Source: an optimization exercise on an open RTL-to-GDS flow (aim: small area and a short achievable clock period). Production flows keep margins and buffers that such runs may drop. Where RTL was checked, it was by simulation tests only, not by an equivalence proof against the original. Power and IR drop assume default switching activity.

== job 7828 ==
## dsb_router
module dsb_router (
    input  logic                                          clk,
    input  logic                                          rst,
    input  logic [dsb_pkg::COORD_W-1:0]                   lx_i,
    input  logic [dsb_pkg::COORD_W-1:0]                   ly_i,
    input  logic [dsb_pkg::NUM_PORTS-1:0]                 in_req_i,
    input  logic [dsb_pkg::NUM_PORTS*dsb_pkg::FLIT_W-1:0] in_data_i,
    output logic [dsb_pkg::NUM_PORTS-1:0]                 in_ack_o,
    output logic [dsb_pkg::NUM_PORTS-1:0]                 out_req_o,
    output logic [dsb_pkg::NUM_PORTS*dsb_pkg::FLIT_W-1:0] out_data_o,
    input  logic [dsb_pkg::NUM_PORTS-1:0]                 out_ack_i
);
    localparam int N = dsb_pkg::NUM_PORTS;
    localparam int W = dsb_pkg::FLIT_W;
    logic [N-1:0]   in_valid;
    logic [N*W-1:0] in_flit;
    logic [N*5-1:0] in_dest;
    logic [N-1:0]   in_take;
    logic [N*W-1:0] mm_flit;
    logic [N*5-1:0] mm_tv;
    logic [N-1:0]   mm_take;
    for (genvar i = 0; i < N; i++) begin : g_port
        input_port u_in (
            .clk     (clk),
            .rst     (rst),
            .req_i   (in_req_i[i]),
            .data_i  (in_data_i[i*W +: W]),
            .lx_i    (lx_i),
            .ly_i    (ly_i),
            .ack_o   (in_ack_o[i]),
            .valid_o (in_valid[i]),
            .flit_o  (in_flit[i*W +: W]),
            .dest_o  (in_dest[i*5 +: 5]),
            .take_i  (in_take[i])
        );
    end
    mm_alloc u_mm (
        .clk        (clk),
        .rst        (rst),
        .in_valid_i (in_valid),
        .in_flit_i  (in_flit),
        .in_dest_i  (in_dest),
        .in_take_o  (in_take),
        .mm_flit_o  (mm_flit),
        .mm_tv_o    (mm_tv),
        .mm_take_i  (mm_take)
  ...
clock: 8.0 ns
lec_check: 0
abc_area: 1
cap_margin: 20
cell_pad_in_sites_detail_placement: 1
cell_pad_in_sites_global_placement: 1
core_margin: 2
core_utilization: 30
place_density: 0.5
slew_margin: 20
run.sh (not shown) runs the stock make flow with config.mk's settings and CLKGATE_MAP_FILE= SYNTH_SCRIPT=/design/flow/synth_recipe.tcl, a recipe that flattens the netlist after the stock synthesis.
Changes in job 9731 relative to job 7828:
--- a/flow/config.mk
+++ b/flow/config.mk
@@ -13,3 +13,4 @@
 export CORE_UTILIZATION = 30
 export PLACE_DENSITY = 0.5
+export SETUP_SLACK_MARGIN = 3.5
 export SLEW_MARGIN = 20
### Flow results
Diff job 7828 -> job 9731 | global-route track usage on met3 | increase of 0.37 points
Diff job 7828 -> job 9731: fraction of area in non-clock buffers shows an increase of 1.9 points, clock skew increased by 13 ps relative to the old numbers, maximum clock frequency went up by about 20%, final period demand of the worst path decreased by 950 ps relative to the old numbers, cell internal power dissipation moved up.
Job 9731 against job 7828: clock network fraction of design power went up, critical path depth dropped 2, fraction of area in registers went down 1.6 points.
Compared to job 7828, job 9731 has share of post-route cells with drive strength above 1 4.9 points higher.

the baseline:
Another version of the RTL of dsb_router (not shown whole).
Size in the first run: about 45000 µm² of cells after synthesis.
clock: 8.0 ns
lec_check: 0
abc_area: 1
cap_margin: 20
cell_pad_in_sites_detail_placement: 1
cell_pad_in_sites_global_placement: 1
core_margin: 2
core_utilization: 45
cts_cluster_diameter: 100
cts_cluster_size: 25
place_density: 0.6
setup_slack_margin: 4.75
slew_margin: 20
standard.sh (not shown) runs the stock make flow with config.mk's settings and CLKGATE_MAP_FILE= SYNTH_SCRIPT=/design/flow/synth_recipe.tcl, a recipe that flattens the netlist after the stock synthesis.
==> flow/flow/run.sh <==
#!/bin/bash
# Standard ORFS layout, with plain buffers (buf_2) on the ports instead of the default delay cells.
set -euo pipefail
bash standard.sh finish BUFFER_PORTS_ARGS="-buffer_cell sky130_fd_sc_hd__buf_2" > flow_make.log 2>&1
Inputs modified between the baseline and the candidate:
- swapping 4.75 for 4.5 in SETUP_SLACK_MARGIN
The routing usage on met2 number comes out higher for the baseline vs the candidate. Total length of routed wires: the candidate lower than the baseline. Comparing utilization after layout for the candidate and the baseline, the smaller number came from the candidate. The candidate ended with less cell area than the baseline. Relative to the baseline, combinational fraction of design power has decreased by 5.9 points in the candidate. The candidate gives less area added between synthesis and finish than the baseline did. Per the comparison of the candidate with the baseline, proportion of power drawn by the clock network picked up an extra 2.8 points; average routed wire per standard cell fell 0.71 µm; length of routed wiring on met1 decreased about 0.54%.

## rev 12
Another version of the RTL of dsb_router (not shown whole).
Size in the first run: about 4700 cells after synthesis, roughly 190 I/O pins.
==> flow/design.v (excerpt) <==
module dsb_router (
    input  logic                                          clk,
    input  logic                                          rst,
    input  logic [dsb_pkg::COORD_W-1:0]                   lx_i,
    input  logic [dsb_pkg::COORD_W-1:0]                   ly_i,
    input  logic [dsb_pkg::NUM_PORTS-1:0]                 in_req_i,
    input  logic [dsb_pkg::NUM_PORTS*dsb_pkg::FLIT_W-1:0] in_data_i,
    output logic [dsb_pkg::NUM_PORTS-1:0]                 in_ack_o,
    output logic [dsb_pkg::NUM_PORTS-1:0]                 out_req_o,
    output logic [dsb_pkg::NUM_PORTS*dsb_pkg::FLIT_W-1:0] out_data_o,
    input  logic [dsb_pkg::NUM_PORTS-1:0]                 out_ack_i
);
Settings: LEC_CHECK=0, ABC_AREA=1, CAP_MARGIN=20, CELL_PAD_IN_SITES_DETAIL_PLACEMENT=1, CELL_PAD_IN_SITES_GLOBAL_PLACEMENT=1, CORE_MARGIN=2, CORE_UTILIZATION=45, CTS_CLUSTER_DIAMETER=50, CTS_CLUSTER_SIZE=16, PLACE_DENSITY=0.6, SETUP_SLACK_MARGIN=4.5, SLEW_MARGIN=20; clock period 8.0 ns.
Scripts as last shown in full above: flow/flow/run.sh
Rev 12 | status: complete | timing, DRC, antenna: pass
What rev 13 does differently from rev 12 at the input level:
Settings: CTS_CLUSTER_DIAMETER changed from 50 to 100; CTS_CLUSTER_SIZE changed from 16 to 25; SETUP_SLACK_MARGIN changed from 4.5 to 4.6.
## What came out
- Comparing final worst slack for rev 13 and rev 12, the bigger number came from rev 12.
- Rev 13 ended up with a higher flip-flop and latch share of the layout cell area than rev 12 did.
- Compared with rev 12, rev 13 ends up with a smaller final cell area.
- Of rev 13 and rev 12, rev 13 shows the lower H-tree depth, with rev 12 above it.
- Diff rev 12..rev 13 | met1 demand-to-capacity share in global routing | negligible
- Rev 13 ends up with a wire length that is 1.0% higher than in rev 12.

Setup of job 9457:
RTL: one of the versions met above, not the one the previous note started from.
Size in the first run: roughly 4700 cells after synthesis, ~190 I/O pins, ~0.045 sq mm of cells after synthesis.
Settings: LEC_CHECK=0, ABC_AREA=1, CAP_MARGIN=20, CELL_PAD_IN_SITES_DETAIL_PLACEMENT=1, CELL_PAD_IN_SITES_GLOBAL_PLACEMENT=1, CORE_MARGIN=2, CORE_UTILIZATION=50, CTS_CLUSTER_DIAMETER=100, CTS_CLUSTER_SIZE=25, PLACE_DENSITY=0.65, SETUP_SLACK_MARGIN=4.5, SLEW_MARGIN=20; clock period 8.0 ns.
Scripts as last shown in full above: flow/flow/run.sh
Relative to job 9457, the following input files were edited for job 9216:
# job 9457
export LEC_CHECK = 0
export ABC_AREA = 1
export CAP_MARGIN = 20
export CELL_PAD_IN_SITES_DETAIL_PLACEMENT = 1
export CELL_PAD_IN_SITES_GLOBAL_PLACEMENT = 1
export CORE_MARGIN = 2
export CORE_UTILIZATION = 50
export CTS_CLUSTER_DIAMETER = 100
export CTS_CLUSTER_SIZE = 25
export PLACE_DENSITY = 0.65
export SETUP_SLACK_MARGIN = 4.5
export SLEW_MARGIN = 20
create_clock -name core_clock -period 8.0 [get_ports {clk}]
# job 9216
export LEC_CHECK = 0
export ABC_AREA = 1
export CAP_MARGIN = 20
export CELL_PAD_IN_SITES_DETAIL_PLACEMENT = 1
export CELL_PAD_IN_SITES_GLOBAL_PLACEMENT = 1
export CORE_MARGIN = 2
export CORE_UTILIZATION = 45
export CTS_CLUSTER_DIAMETER = 100
export CTS_CLUSTER_SIZE = 25
export PLACE_DENSITY = 0.6
export SETUP_SLACK_MARGIN = 4.6
export SLEW_MARGIN = 20
create_clock -name core_clock -period 8.0 [get_ports {clk}]
==> comparison <==
Summary of job 9216 over job 9457: routed length on met3 has decreased; critical path depth now sits lower; non-clock buffer count climbed 48; post-cts sizing count went up. The clock power share in job 9216 sits 0.2 points below the value recorded for job 9457. Job 9216 and job 9457 ended up with nearly the same post-route worst hold slack.

== lane 1 ==
dsb_router, a different RTL version from the one above (not shown whole).
For scale: about 4700 cells after synthesis, about 840 flip-flops, roughly 190 I/O pins.
// dsb_router
module dsb_router (
    input  logic                                          clk,
    input  logic                                          rst,
    input  logic [dsb_pkg::COORD_W-1:0]                   lx_i,
    input  logic [dsb_pkg::COORD_W-1:0]                   ly_i,
    input  logic [dsb_pkg::NUM_PORTS-1:0]                 in_req_i,
    input  logic [dsb_pkg::NUM_PORTS*dsb_pkg::FLIT_W-1:0] in_data_i,
    output logic [dsb_pkg::NUM_PORTS-1:0]                 in_ack_o,
    output logic [dsb_pkg::NUM_PORTS-1:0]                 out_req_o,
    output logic [dsb_pkg::NUM_PORTS*dsb_pkg::FLIT_W-1:0] out_data_o,
    input  logic [dsb_pkg::NUM_PORTS-1:0]                 out_ack_i
);
==> flow/config.mk <==
export PLATFORM = sky130hd
export DESIGN_NAME = dsb_router
export DESIGN_NICKNAME = dsb_router
export VERILOG_FILES = /design/flow/design.v
export SDC_FILE = /design/flow/constraint.sdc
export NUM_CORES = 4
export LEC_CHECK = 0
export ABC_AREA = 1
export CAP_MARGIN = 20
export CELL_PAD_IN_SITES_DETAIL_PLACEMENT = 1
export CELL_PAD_IN_SITES_GLOBAL_PLACEMENT = 1
export CORE_MARGIN = 2
export CORE_UTILIZATION = 40
export CTS_CLUSTER_DIAMETER = 100
export CTS_CLUSTER_SIZE = 25
export PLACE_DENSITY = 0.55
export SETUP_SLACK_MARGIN = 4.5
export SLEW_MARGIN = 20
==> flow/constraint.sdc <==
create_clock -name core_clock -period 8.0 [get_ports {clk}]
set_input_delay 1.6000 -clock core_clock [delete_from_list [all_inputs] [get_ports {clk}]]
set_output_delay 1.6000 -clock core_clock [all_outputs]
set_load 0.01 [all_outputs]
==> flow/flow/run.sh <==
#!/bin/bash
# Standard ORFS layout, with plain buffers (buf_1) on the ports instead of the default delay cells.
set -euo pipefail
bash standard.sh finish BUFFER_PORTS_ARGS="-buffer_cell sky130_fd_sc_hd__buf_1" > flow_make.log 2>&1
Lane 1 went all the way through synthesis, placement and routing and the layout is clean on timing, DRC and antenna.
Modified inputs, lane 2 compared to lane 1
Settings: PLACE_DENSITY now 0.6, was 0.55; CORE_UTILIZATION now 45, was 40.
==> flow/flow/run.sh <==
#!/bin/bash
# Standard ORFS layout, with plain buffers (buf_2) on the ports instead of the default delay cells.
set -euo pipefail
bash standard.sh finish BUFFER_PORTS_ARGS="-buffer_cell sky130_fd_sc_hd__buf_2" > flow_make.log 2>&1
## What came out
- Proportion of cell area occupied by registers came out higher on lane 2 than on lane 1.
- Going from lane 1 to lane 2, the routed wire length was found to have gone down by about 2%.
- Wire length of the first global-routing pass (lower): lane 2
- Taking lane 1 as the reference point, the share of power burned in combinational logic of lane 2 rises by 0.3 points.
- Lane 2 vs lane 1: worst setup slack up
- Final RePlAce weighted congestion came out higher on lane 2 than on lane 1.
No run of this note included a check of the RTL's function; only the layout flow was run.

## raven
Another version of the RTL of dsb_router (not shown whole).
Size in the first run: roughly 4700 cells after synthesis, ~810 flip-flops, ~190 I/O pins.
Settings: LEC_CHECK=0, ABC_AREA=1, CAP_MARGIN=20, CELL_PAD_IN_SITES_DETAIL_PLACEMENT=1, CELL_PAD_IN_SITES_GLOBAL_PLACEMENT=1, CORE_MARGIN=2, CORE_UTILIZATION=45, CTS_CLUSTER_DIAMETER=100, CTS_CLUSTER_SIZE=30, PLACE_DENSITY=0.6, SETUP_SLACK_MARGIN=4.5, SLEW_MARGIN=20; clock period 8.0 ns.
==> flow/flow/run.sh <==
#!/bin/bash
# Standard ORFS layout, with plain buffers (buf_2) on the ports instead of the default delay cells.
set -euo pipefail
bash standard.sh finish BUFFER_PORTS_ARGS="-buffer_cell sky130_fd_sc_hd__buf_2" > flow_make.log 2>&1
The inputs of harbor differ from those of raven as listed below.
==> flow/run.sh (new file) <==
#!/bin/bash
# synth_recipe.tcl (not shown) runs the flow's synth.tcl, then flattens the netlist and writes it again
# the make line also repeats each setting of config.mk as NAME=value (left out here)
make -C /OpenROAD-flow-scripts/flow DESIGN_CONFIG=/design/flow/config.mk WORK_HOME=/design/flow/orfs CLKGATE_MAP_FILE= SYNTH_SCRIPT=/design/flow/synth_recipe.tcl finish
removed: flow/flow/run.sh
removed: flow/standard.sh
==> comparison <==
harbor vs raven: clock network fraction of total power down in harbor
Going from raven to harbor, proportion of layout cells with a drive suffix above 1 moved up; routed length on met3 went up; slew at the pin closest to its max-slew limit increased by 0.11 ns relative to the old numbers; number of global-route vias before repair grew by 132; buffers inserted during post-CTS setup optimization up 43.
In the tables for raven and harbor, count of buffer and inverter cells on the critical path reads lower with harbor.
A critical path's slowest cell of sky130_fd_sc_hd__dfstp_4 is what harbor shows, while sky130_fd_sc_hd__edfxtp_1 belongs to raven.
The count of clock-buffer cells in the layout of harbor is lower than that of raven.
In harbor the worst setup slack turned out 0.17 ns lower than in raven.
In summary, harbor completed successfully, with a layout that passed the timing, design-rule and antenna checks.

dsb_router, a different RTL version from the one above (not shown whole).
Size: about 4700 cells after synthesis, about 840 flip-flops, about 190 I/O pins, roughly 45000 sq um of cells after synthesis.
## dsb_router
module dsb_router (
    input  logic                                          clk,
    input  logic                                          rst,
    input  logic [dsb_pkg::COORD_W-1:0]                   lx_i,
    input  logic [dsb_pkg::COORD_W-1:0]                   ly_i,
    input  logic [dsb_pkg::NUM_PORTS-1:0]                 in_req_i,
    input  logic [dsb_pkg::NUM_PORTS*dsb_pkg::FLIT_W-1:0] in_data_i,
    output logic [dsb_pkg::NUM_PORTS-1:0]                 in_ack_o,
    output logic [dsb_pkg::NUM_PORTS-1:0]                 out_req_o,
    output logic [dsb_pkg::NUM_PORTS*dsb_pkg::FLIT_W-1:0] out_data_o,
    input  logic [dsb_pkg::NUM_PORTS-1:0]                 out_ack_i
);
Settings: LEC_CHECK=0, ABC_AREA=1, CAP_MARGIN=20, CELL_PAD_IN_SITES_DETAIL_PLACEMENT=1, CELL_PAD_IN_SITES_GLOBAL_PLACEMENT=1, CORE_MARGIN=2, CORE_UTILIZATION=45, CTS_CLUSTER_DIAMETER=100, CTS_CLUSTER_SIZE=25, GPL_TIMING_DRIVEN=1, PLACE_DENSITY=0.6, SETUP_SLACK_MARGIN=4.5, SLEW_MARGIN=20; clock period 8.0 ns.
==> flow/flow/run.sh <==
#!/bin/bash
# Standard ORFS layout, with plain buffers (buf_2) on the ports instead of the default delay cells.
set -euo pipefail
bash standard.sh finish BUFFER_PORTS_ARGS="-buffer_cell sky130_fd_sc_hd__buf_2" > flow_make.log 2>&1
The first run finished clean.
Next try:
Settings changed: CTS_CLUSTER_SIZE 25 to 30, GPL_TIMING_DRIVEN 1 to default.
Sequential cell count stays the same.
Routed wire length falls slightly.
Setup slack gains 0.028 ns.
Cell area barely changes.
Core utilization falls by 0.14 points.
Worst hold slack hardly moves.
Final cell count is about the same.
Next try:
Settings changed: CTS_CLUSTER_SIZE 30 to 25, SETUP_SLACK_MARGIN 4.5 to 4.4, TNS_END_PERCENT from default to 50.
Final area came out lower by 3.3%.
Combinational power came out lower by 13%.
Final cell count fell by 0.81%.
Sequential power increases by about 0.7%.
Flip-flop and latch count is unchanged.
Clock-buffer cell count went up by 13.
Worst hold slack hardly moves.
Total power goes down by about 2%.
Setup slack got worse by 0.075 ns.
Wire length fell by 1.6%.
Synthesized cell count does not change.
No functional check of the RTL was part of any run of this note.

static timing again, ports no longer ideal:
Ports are ideal in the flow. The routed layouts listed here were re-timed in OpenROAD.
Step 1 sets driving cells, clkbuf_16 on the clock port and buf_2 on the other inputs (assumed; they add their load-dependent delay and slew).
Step 2 adds t to the input delays and takes it off the output delays; t is the mean of the earliest and latest rising clock arrival at the registers after step 1. Input paths then give back, and output paths get back, about the clock's delay inside the block.
Three values: ideal, step 1, step 2; two values: the first two.
run | shift t [ns] | slack for setup (ns) | hold WS [ns] | worst register clock-pin slew, ns | cell pins on the clock port's net
job 7828 | 0.790 | 2.488 / 2.404 / 3.193 | 0.488 / 0.488 / 0.488 | 0.06 / 0.06 | 1
job 9731 | 0.803 | 3.434 / 3.353 / 3.527 | 0.489 / 0.489 / 0.489 | 0.07 / 0.07 | 1
the baseline | 0.722 | 4.547 / 4.474 / 4.149 | 0.478 / 0.478 / 0.478 | 0.11 / 0.11 | 1
the candidate | 0.742 | 4.513 / 4.454 / 3.937 | 0.482 / 0.482 / 0.482 | 0.10 / 0.10 | 1
rev 12 | 0.778 | 4.390 / 4.309 / 3.864 | 0.470 / 0.470 / 0.470 | 0.07 / 0.07 | 1
rev 13 | 0.732 | 4.380 / 4.306 / 4.033 | 0.481 / 0.481 / 0.481 | 0.10 / 0.10 | 1
job 9457 | 0.718 | 4.434 / 4.384 / 3.989 | 0.481 / 0.481 / 0.481 | 0.11 / 0.11 | 1
job 9216 | 0.745 | 4.483 / 4.407 / 3.987 | 0.479 / 0.479 / 0.479 | 0.10 / 0.10 | 1
lane 1 | 0.737 | 4.390 / 4.308 / 3.897 | 0.483 / 0.483 / 0.483 | 0.11 / 0.11 | 1
lane 2 | 0.734 | 4.401 / 4.324 / 3.962 | 0.491 / 0.491 / 0.491 | 0.11 / 0.11 | 1
raven | 0.725 | 4.396 / 4.322 / 3.965 | 0.480 / 0.480 / 0.480 | 0.12 / 0.12 | 1
harbor | 0.720 | 4.223 / 4.150 / 3.902 | 0.486 / 0.486 / 0.486 | 0.12 / 0.12 | 1
the first run of note 7 | 0.728 | 4.362 / 4.286 / 3.997 | 0.483 / 0.483 / 0.483 | 0.11 / 0.11 | 1
the second run of note 7 | 0.731 | 4.389 / 4.310 / 3.993 | 0.486 / 0.486 / 0.486 | 0.12 / 0.12 | 1
the third run of note 7 | 0.730 | 4.314 / 4.232 / 3.853 | 0.485 / 0.485 / 0.485 | 0.11 / 0.11 | 1
After both steps every run listed still meets setup and hold. The setup slack of the candidate, which loses most, moves by -0.059 ns with the drivers and by -0.576 ns with both steps.
